Context: an optimization exercise on an open-source flow, tuned for small area. The choices shown serve that exercise and are no tape-out recipe.
Function was checked by simulation only, so behaviour that the tests miss may differ from the original.
No activity file was given, so power comes from the tool's default toggle rates.

==> inputs of job 3756 <==
Design omok_top, start of the top module:
module omok_top (
    input  logic         clk,
    input  logic         rst,
    input  logic         btn_left,
    input  logic         btn_right,
    input  logic         btn_up,
    input  logic         btn_down,
    input  logic         put,
    output logic [6:0]   cursor_pos,
    output logic [199:0] board,
    output logic [6:0]   move_count,
    output logic         black_win,
    output logic         white_win
);
==> module omok_top, before the edit <==
module omok_top (
    input  logic         clk,
    input  logic         rst,
    input  logic         btn_left,
    input  logic         btn_right,
    input  logic         btn_up,
    input  logic         btn_down,
    input  logic         put,
    output logic [6:0]   cursor_pos,
    output logic [199:0] board,
    output logic [6:0]   move_count,
    output logic         black_win,
    output logic         white_win
);
    logic [3:0]  row, col;
    logic        left_prev, right_prev, up_prev, down_prev, put_prev;
    logic        forbidden;
    logic        win_pend;       
    logic [99:0] occ, wb;
    assign cursor_pos = {row, 3'b000} + {2'b00, row, 1'b0} + {3'b000, col};
    always_comb begin
        for (int i = 0; i < 100; i++) begin
            board[2*i+1] = occ[i];
            board[2*i]   = wb[i];
        end
    end
    logic w;                     
    assign w = move_count[0];
    logic [9:0] rs, cs;          
    always_comb begin
        for (int k = 0; k < 10; k++) begin
            rs[k] = row == 4'(k);
            cs[k] = col == 4'(k);
        end
    end
    logic [99:0] own;
    assign own = occ & ~(wb ^ {100{w}});
    logic [9:0] H, OH, V, OV, D, A;
    logic [4:0] dd, ss;
    assign dd = 5'(col) - 5'(row);
    assign ss = 5'(col) + 5'(row);
    always_comb begin
        H = '0; OH = '0; V = '0; OV = '0; D = '0; A = '0;
        for (int r = 0; r < 10; r++) begin
            for (int j = 0; j < 10; j++) begin
                H[j]  = H[j]  | (rs[r] & own[r*10+j]);
                OH[j] = OH[j] | (rs[r] & occ[r*10+j]);
                V[j]  = V[j]  | (cs[r] & own[j*10+r]);
                if (r >= 3 && r <= 6)
                    OV[j] = OV[j] | (cs[r] & occ[j*10+r]);
            end
        end
        for (int d = -5; d <= 5; d++) begin
            for (int j = 0; j < 10; j++) begin
                if (j + d >= 0 && j + d <= 9)
                    D[j] = D[j] | ((dd == 5'(d)) & own[j*10+j+d]);
            end
        end
        for (int s = 4; s <= 14; s++) begin
            for (int j = 0; j < 10; j++) begin
                if (s - j >= 0 && s - j <= 9)
                    A[j] = A[j] | ((ss == 5'(s)) & own[j*10+s-j]);
            end
        end
    end
    function automatic logic five(logic [9:0] l);
        five = 1'b0;
        for (int s = 0; s <= 5; s++) five = five | (&l[s+:5]);
    endfunction
    logic win_hit;
    assign win_hit = five(H | cs) | five(V | rs) | five(D | rs) | five(A | rs);
    logic arm_r, arm_l, arm_u, arm_d, in_win, forb_next;
    always_comb begin
        arm_r = 1'b0; arm_l = 1'b0; arm_u = 1'b0; arm_d = 1'b0;
        for (int k = 3; k <= 6; k++) begin
            arm_r = arm_r | (cs[k] & H[k+1] & H[k+2] & ~OH[k+3]);
            arm_l = arm_l | (cs[k] & H[k-1] & H[k-2] & ~OH[k-3]);
            arm_d = arm_d | (rs[k] & V[k+1] & V[k+2] & ~OV[k+3]);
            arm_u = arm_u | (rs[k] & V[k-1] & V[k-2] & ~OV[k-3]);
        end
        in_win    = (|rs[6:3]) & (|cs[6:3]);
        forb_next = in_win & (3'(arm_r) + 3'(arm_l) + 3'(arm_u) + 3'(arm_d) == 3'd2);
    end
    logic cell_free, accept;
    assign cell_free = ~|(cs & OH);
    assign accept    = put & ~put_prev & cell_free & ~forbidden & ~black_win & ~white_win;
    logic fire_r, fire_l, fire_u, fire_d;
    assign fire_r = btn_right & ~right_prev;
    assign fire_l = btn_left  & ~left_prev;
    assign fire_u = btn_up    & ~up_prev;
    assign fire_d = btn_down  & ~down_prev;
    always_ff @(posedge clk or posedge rst) begin
        if (rst) begin
            row        <= 4'd4;
            col        <= 4'd4;
            left_prev  <= 1'b0;
            right_prev <= 1'b0;
            up_prev    <= 1'b0;
            down_prev  <= 1'b0;
            put_prev   <= 1'b0;
            forbidden  <= 1'b0;
            win_pend   <= 1'b0;
            black_win  <= 1'b0;
            white_win  <= 1'b0;
            move_count <= 7'd0;
            occ        <= '0;
            wb         <= '0;
        end else begin
            left_prev  <= btn_left;
            right_prev <= btn_right;
            up_prev    <= btn_up;
            down_prev  <= btn_down;
            put_prev   <= put;
            if (fire_r && col != 4'd9)      col <= col + 4'd1;
            else if (fire_l && col != 4'd0) col <= col - 4'd1;
            else if (fire_u && row != 4'd0) row <= row - 4'd1;
            else if (fire_d && row != 4'd9) row <= row + 4'd1;
            forbidden  <= forb_next;
            win_pend   <= accept & win_hit;
            if (win_pend) begin
                if (move_count[0]) black_win <= 1'b1;
                else               white_win <= 1'b1;
            end
            if (accept) move_count <= move_count + 7'd1;
            for (int r = 0; r < 10; r++) begin
                for (int c = 0; c < 10; c++) begin
                    if (accept && rs[r] && cs[c]) begin
                        occ[r*10+c] <= 1'b1;
                        wb[r*10+c]  <= w;
                    end
                end
            end
        end
    end
endmodule
clock: 18.0 ns
lec_check: 0
cap_margin: 20
core_margin: 2
core_utilization: 40
slew_margin: 20
run.sh (not shown) runs the stock make flow with config.mk's settings and CLKGATE_MAP_FILE= SYNTH_SCRIPT=/design/flow/synth_recipe.tcl, a recipe that flattens the netlist after the stock synthesis.
==> inputs of job 9231, as changes to job 3756 <==
--- a/flow/design.v
+++ b/flow/design.v
@@ -64,6 +64,13 @@
     logic [4:0] dd, ss;
     assign dd = 5'(col) - 5'(row);
     assign ss = 5'(col) + 5'(row);
+    logic [10:0] asel;
+    always_comb begin
+        asel = '0;
+        for (int r = 0; r < 10; r++)
+            for (int c = 0; c < 10; c++)
+                if (c + r >= 4 && c + r <= 14) asel[c+r-4] = asel[c+r-4] | (rs[r] & cs[c]);
+    end
     always_comb begin
         H = '0; OH = '0; V = '0; OV = '0; D = '0; A = '0;
         for (int r = 0; r < 10; r++) begin
@@ -84,7 +91,7 @@
         for (int s = 4; s <= 14; s++) begin
             for (int j = 0; j < 10; j++) begin
                 if (s - j >= 0 && s - j <= 9)
-                    A[j] = A[j] | ((ss == 5'(s)) & own[j*10+s-j]);
+                    A[j] = A[j] | (asel[s-4] & own[(s-j)*10+j]);
             end
         end
     end
@@ -93,7 +100,7 @@
         for (int s = 0; s <= 5; s++) five = five | (&l[s+:5]);
     endfunction
     logic win_hit;
-    assign win_hit = five(H | cs) | five(V | rs) | five(D | rs) | five(A | rs);
+    assign win_hit = five(H | cs) | five(V | rs) | five(D | rs) | five(A | cs);
     logic arm_r, arm_l, arm_u, arm_d, in_win, forb_next;
     always_comb begin
         arm_r = 1'b0; arm_l = 1'b0; arm_u = 1'b0; arm_d = 1'b0;
@@ -109,6 +116,18 @@
     logic cell_free, accept;
     assign cell_free = ~|(cs & OH);
     assign accept    = put & ~put_prev & cell_free & ~forbidden & ~black_win & ~white_win;
+    logic [9:0]  ra, raw;
+    logic [99:0] occ_n, wb_n;
+    assign ra  = rs & {10{accept}};
+    assign raw = ra & {10{w}};
+    always_comb begin
+        for (int r = 0; r < 10; r++) begin
+            for (int c = 0; c < 10; c++) begin
+                occ_n[r*10+c] = occ[r*10+c] | (ra[r] & cs[c]);
+                wb_n[r*10+c]  = wb[r*10+c]  | (raw[r] & cs[c]);
+            end
+        end
+    end
     logic fire_r, fire_l, fire_u, fire_d;
     assign fire_r = btn_right & ~right_prev;
     assign fire_l = btn_left  & ~left_prev;
@@ -147,14 +166,8 @@
                 else               white_win <= 1'b1;
             end
             if (accept) move_count <= move_count + 7'd1;
-            for (int r = 0; r < 10; r++) begin
-                for (int c = 0; c < 10; c++) begin
-                    if (accept && rs[r] && cs[c]) begin
-                        occ[r*10+c] <= 1'b1;
-                        wb[r*10+c]  <= w;
-                    end
-                end
-            end
+            occ <= occ_n;
+            wb  <= wb_n;
         end
     end
 endmodule
==> flow/flow/run.sh (new file) <==
#!/bin/bash
# Standard ORFS layout (standard synthesis unchanged) with buf_1 port buffers
# and a clock tree of clkbuf_8 without dummy loads. make's full output goes to layout.log;
# each ORFS step also keeps its own log under orfs/logs.
set -euo pipefail
CTS="-sink_clustering_enable -repair_clock_nets -dont_use_dummy_load"
CTS="$CTS -buf_list sky130_fd_sc_hd__clkbuf_8 -sink_clustering_size 15 -sink_clustering_max_diameter 50"
bash standard.sh \
  "BUFFER_PORTS_ARGS=-buffer_cell sky130_fd_sc_hd__buf_1" \
  "CTS_ARGS=$CTS" \
  finish > layout.log 2>&1
==> flow/standard.sh (new file) <==
#!/bin/bash
# synth_recipe.tcl (not shown) runs the flow's synth.tcl, then flattens the netlist and writes it again
# the make line also repeats each setting of config.mk as NAME=value (left out here)
make -C /OpenROAD-flow-scripts/flow DESIGN_CONFIG=/design/flow/config.mk WORK_HOME=/design/flow/orfs CLKGATE_MAP_FILE= SYNTH_SCRIPT=/design/flow/synth_recipe.tcl "${@:-finish}"
--- a/flow/config.mk
+++ b/flow/config.mk
@@ -7,5 +7,6 @@
 export LEC_CHECK = 0
 export CAP_MARGIN = 20
 export CORE_MARGIN = 2
-export CORE_UTILIZATION = 40
+export CORE_UTILIZATION = 52
+export PLACE_DENSITY = 0.68
 export SLEW_MARGIN = 20
removed: flow/run.sh
==> inputs of job 1937, as changes to job 3756 <==
--- a/flow/design.v
+++ b/flow/design.v
@@ -64,6 +64,13 @@
     logic [4:0] dd, ss;
     assign dd = 5'(col) - 5'(row);
     assign ss = 5'(col) + 5'(row);
+    logic [10:0] asel;
+    always_comb begin
+        asel = '0;
+        for (int r = 0; r < 10; r++)
+            for (int c = 0; c < 10; c++)
+                if (c + r >= 4 && c + r <= 14) asel[c+r-4] = asel[c+r-4] | (rs[r] & cs[c]);
+    end
     always_comb begin
         H = '0; OH = '0; V = '0; OV = '0; D = '0; A = '0;
         for (int r = 0; r < 10; r++) begin
@@ -84,7 +91,7 @@
         for (int s = 4; s <= 14; s++) begin
             for (int j = 0; j < 10; j++) begin
                 if (s - j >= 0 && s - j <= 9)
-                    A[j] = A[j] | ((ss == 5'(s)) & own[j*10+s-j]);
+                    A[j] = A[j] | (asel[s-4] & own[(s-j)*10+j]);
             end
         end
     end
@@ -93,7 +100,7 @@
         for (int s = 0; s <= 5; s++) five = five | (&l[s+:5]);
     endfunction
     logic win_hit;
-    assign win_hit = five(H | cs) | five(V | rs) | five(D | rs) | five(A | rs);
+    assign win_hit = five(H | cs) | five(V | rs) | five(D | rs) | five(A | cs);
     logic arm_r, arm_l, arm_u, arm_d, in_win, forb_next;
     always_comb begin
         arm_r = 1'b0; arm_l = 1'b0; arm_u = 1'b0; arm_d = 1'b0;
@@ -109,6 +116,18 @@
     logic cell_free, accept;
     assign cell_free = ~|(cs & OH);
     assign accept    = put & ~put_prev & cell_free & ~forbidden & ~black_win & ~white_win;
+    logic [9:0]  ra, raw;
+    logic [99:0] occ_n, wb_n;
+    assign ra  = rs & {10{accept}};
+    assign raw = ra & {10{w}};
+    always_comb begin
+        for (int r = 0; r < 10; r++) begin
+            for (int c = 0; c < 10; c++) begin
+                occ_n[r*10+c] = occ[r*10+c] | (ra[r] & cs[c]);
+                wb_n[r*10+c]  = wb[r*10+c]  | (raw[r] & cs[c]);
+            end
+        end
+    end
     logic fire_r, fire_l, fire_u, fire_d;
     assign fire_r = btn_right & ~right_prev;
     assign fire_l = btn_left  & ~left_prev;
@@ -147,14 +166,8 @@
                 else               white_win <= 1'b1;
             end
             if (accept) move_count <= move_count + 7'd1;
-            for (int r = 0; r < 10; r++) begin
-                for (int c = 0; c < 10; c++) begin
-                    if (accept && rs[r] && cs[c]) begin
-                        occ[r*10+c] <= 1'b1;
-                        wb[r*10+c]  <= w;
-                    end
-                end
-            end
+            occ <= occ_n;
+            wb  <= wb_n;
         end
     end
 endmodule
==> flow/flow/run.sh (new file) <==
#!/bin/bash
# Standard ORFS layout (standard synthesis unchanged) with buf_1 port buffers
# and a clock tree of clkbuf_4 without dummy loads. make's full output goes to layout.log;
# each ORFS step also keeps its own log under orfs/logs.
set -euo pipefail
CTS="-sink_clustering_enable -repair_clock_nets -dont_use_dummy_load"
CTS="$CTS -buf_list sky130_fd_sc_hd__clkbuf_4 -sink_clustering_size 10 -sink_clustering_max_diameter 40"
bash standard.sh \
  "BUFFER_PORTS_ARGS=-buffer_cell sky130_fd_sc_hd__buf_1" \
  "CTS_ARGS=$CTS" \
  finish > layout.log 2>&1
==> flow/standard.sh (new file) <==
#!/bin/bash
# synth_recipe.tcl (not shown) runs the flow's synth.tcl, then flattens the netlist and writes it again
# the make line also repeats each setting of config.mk as NAME=value (left out here)
make -C /OpenROAD-flow-scripts/flow DESIGN_CONFIG=/design/flow/config.mk WORK_HOME=/design/flow/orfs CLKGATE_MAP_FILE= SYNTH_SCRIPT=/design/flow/synth_recipe.tcl "${@:-finish}"
--- a/flow/config.mk
+++ b/flow/config.mk
@@ -7,5 +7,6 @@
 export LEC_CHECK = 0
 export CAP_MARGIN = 20
 export CORE_MARGIN = 2
-export CORE_UTILIZATION = 40
+export CORE_UTILIZATION = 45
+export PLACE_DENSITY = 0.6
 export SLEW_MARGIN = 20
removed: flow/run.sh
==> inputs of job 8171, as changes to job 3756 <==
--- a/flow/design.v
+++ b/flow/design.v
@@ -64,6 +64,13 @@
     logic [4:0] dd, ss;
     assign dd = 5'(col) - 5'(row);
     assign ss = 5'(col) + 5'(row);
+    logic [10:0] asel;
+    always_comb begin
+        asel = '0;
+        for (int r = 0; r < 10; r++)
+            for (int c = 0; c < 10; c++)
+                if (c + r >= 4 && c + r <= 14) asel[c+r-4] = asel[c+r-4] | (rs[r] & cs[c]);
+    end
     always_comb begin
         H = '0; OH = '0; V = '0; OV = '0; D = '0; A = '0;
         for (int r = 0; r < 10; r++) begin
@@ -84,7 +91,7 @@
         for (int s = 4; s <= 14; s++) begin
             for (int j = 0; j < 10; j++) begin
                 if (s - j >= 0 && s - j <= 9)
-                    A[j] = A[j] | ((ss == 5'(s)) & own[j*10+s-j]);
+                    A[j] = A[j] | (asel[s-4] & own[(s-j)*10+j]);
             end
         end
     end
@@ -93,7 +100,7 @@
         for (int s = 0; s <= 5; s++) five = five | (&l[s+:5]);
     endfunction
     logic win_hit;
-    assign win_hit = five(H | cs) | five(V | rs) | five(D | rs) | five(A | rs);
+    assign win_hit = five(H | cs) | five(V | rs) | five(D | rs) | five(A | cs);
     logic arm_r, arm_l, arm_u, arm_d, in_win, forb_next;
     always_comb begin
         arm_r = 1'b0; arm_l = 1'b0; arm_u = 1'b0; arm_d = 1'b0;
@@ -109,6 +116,18 @@
     logic cell_free, accept;
     assign cell_free = ~|(cs & OH);
     assign accept    = put & ~put_prev & cell_free & ~forbidden & ~black_win & ~white_win;
+    logic [9:0]  ra, raw;
+    logic [99:0] occ_n, wb_n;
+    assign ra  = rs & {10{accept}};
+    assign raw = ra & {10{w}};
+    always_comb begin
+        for (int r = 0; r < 10; r++) begin
+            for (int c = 0; c < 10; c++) begin
+                occ_n[r*10+c] = occ[r*10+c] | (ra[r] & cs[c]);
+                wb_n[r*10+c]  = wb[r*10+c]  | (raw[r] & cs[c]);
+            end
+        end
+    end
     logic fire_r, fire_l, fire_u, fire_d;
     assign fire_r = btn_right & ~right_prev;
     assign fire_l = btn_left  & ~left_prev;
@@ -147,14 +166,8 @@
                 else               white_win <= 1'b1;
             end
             if (accept) move_count <= move_count + 7'd1;
-            for (int r = 0; r < 10; r++) begin
-                for (int c = 0; c < 10; c++) begin
-                    if (accept && rs[r] && cs[c]) begin
-                        occ[r*10+c] <= 1'b1;
-                        wb[r*10+c]  <= w;
-                    end
-                end
-            end
+            occ <= occ_n;
+            wb  <= wb_n;
         end
     end
 endmodule
==> flow/flow/run.sh (new file) <==
#!/bin/bash
# Standard ORFS layout (standard synthesis unchanged) with buf_1 port buffers
# and a clock tree of clkbuf_8 without dummy loads. make's full output goes to layout.log;
# each ORFS step also keeps its own log under orfs/logs.
set -euo pipefail
CTS="-sink_clustering_enable -repair_clock_nets -dont_use_dummy_load"
CTS="$CTS -buf_list sky130_fd_sc_hd__clkbuf_8 -sink_clustering_size 15 -sink_clustering_max_diameter 50"
bash standard.sh \
  "BUFFER_PORTS_ARGS=-buffer_cell sky130_fd_sc_hd__buf_1" \
  "CTS_ARGS=$CTS" \
  finish > layout.log 2>&1
==> flow/standard.sh (new file) <==
#!/bin/bash
# synth_recipe.tcl (not shown) runs the flow's synth.tcl, then flattens the netlist and writes it again
# the make line also repeats each setting of config.mk as NAME=value (left out here)
make -C /OpenROAD-flow-scripts/flow DESIGN_CONFIG=/design/flow/config.mk WORK_HOME=/design/flow/orfs CLKGATE_MAP_FILE= SYNTH_SCRIPT=/design/flow/synth_recipe.tcl "${@:-finish}"
--- a/flow/config.mk
+++ b/flow/config.mk
@@ -7,5 +7,6 @@
 export LEC_CHECK = 0
 export CAP_MARGIN = 20
 export CORE_MARGIN = 2
-export CORE_UTILIZATION = 40
+export CORE_UTILIZATION = 56
+export PLACE_DENSITY = 0.72
 export SLEW_MARGIN = 20
removed: flow/run.sh
==> comparison <==
Job 3756 completed without violations. Job 1937 finished clean. Job 9231 finished with timing, DRC and antenna clean. Job 8171 completed without violations. In job 9231 the final area is smaller than in job 3756, by 16%. In job 3756 the synthesized cell count is larger than in job 1937, by about 7.5%. Critical path depth is the same in job 3756 and job 9231. Sequential cell count is the same in job 8171 and job 1937. Of job 1937 and job 3756, job 1937 has the higher maximum frequency (gap 4.9%, measured against job 3756). Sequential power is about the same in job 8171 and job 1937.

==> afterwards: timing with drivers on the ports <==
No port has a modelled driver above. Below, the same layouts with a new extraction and two added sets of constraints.
Step 1 sets driving cells, clkbuf_16 on the clock port and buf_2 on the other inputs (assumed; they add their load-dependent delay and slew).
Step 2 adds t to the input delays and takes it off the output delays; t is the mean of the earliest and latest rising clock arrival at the registers after step 1. Input paths then give back, and output paths get back, about the clock's delay inside the block.
a / b / c = ideal / step 1 / step 2; a / b = the first two.
run	shift t [ns]	setup WS [ns]	worst setup path after step 2
job 3756	0.597	10.788 / 10.730 / 10.689	input to register
job 9231	0.596	11.328 / 11.276 / 11.872	register to output
job 1937	0.672	11.124 / 11.070 / 11.742	register to output
job 8171	0.604	11.214 / 11.166 / 11.372	input to register
After both steps setup and hold are still met in every run listed. The setup slack of job 3756, which loses most, moves by -0.058 ns with the drivers and by -0.099 ns with both steps.
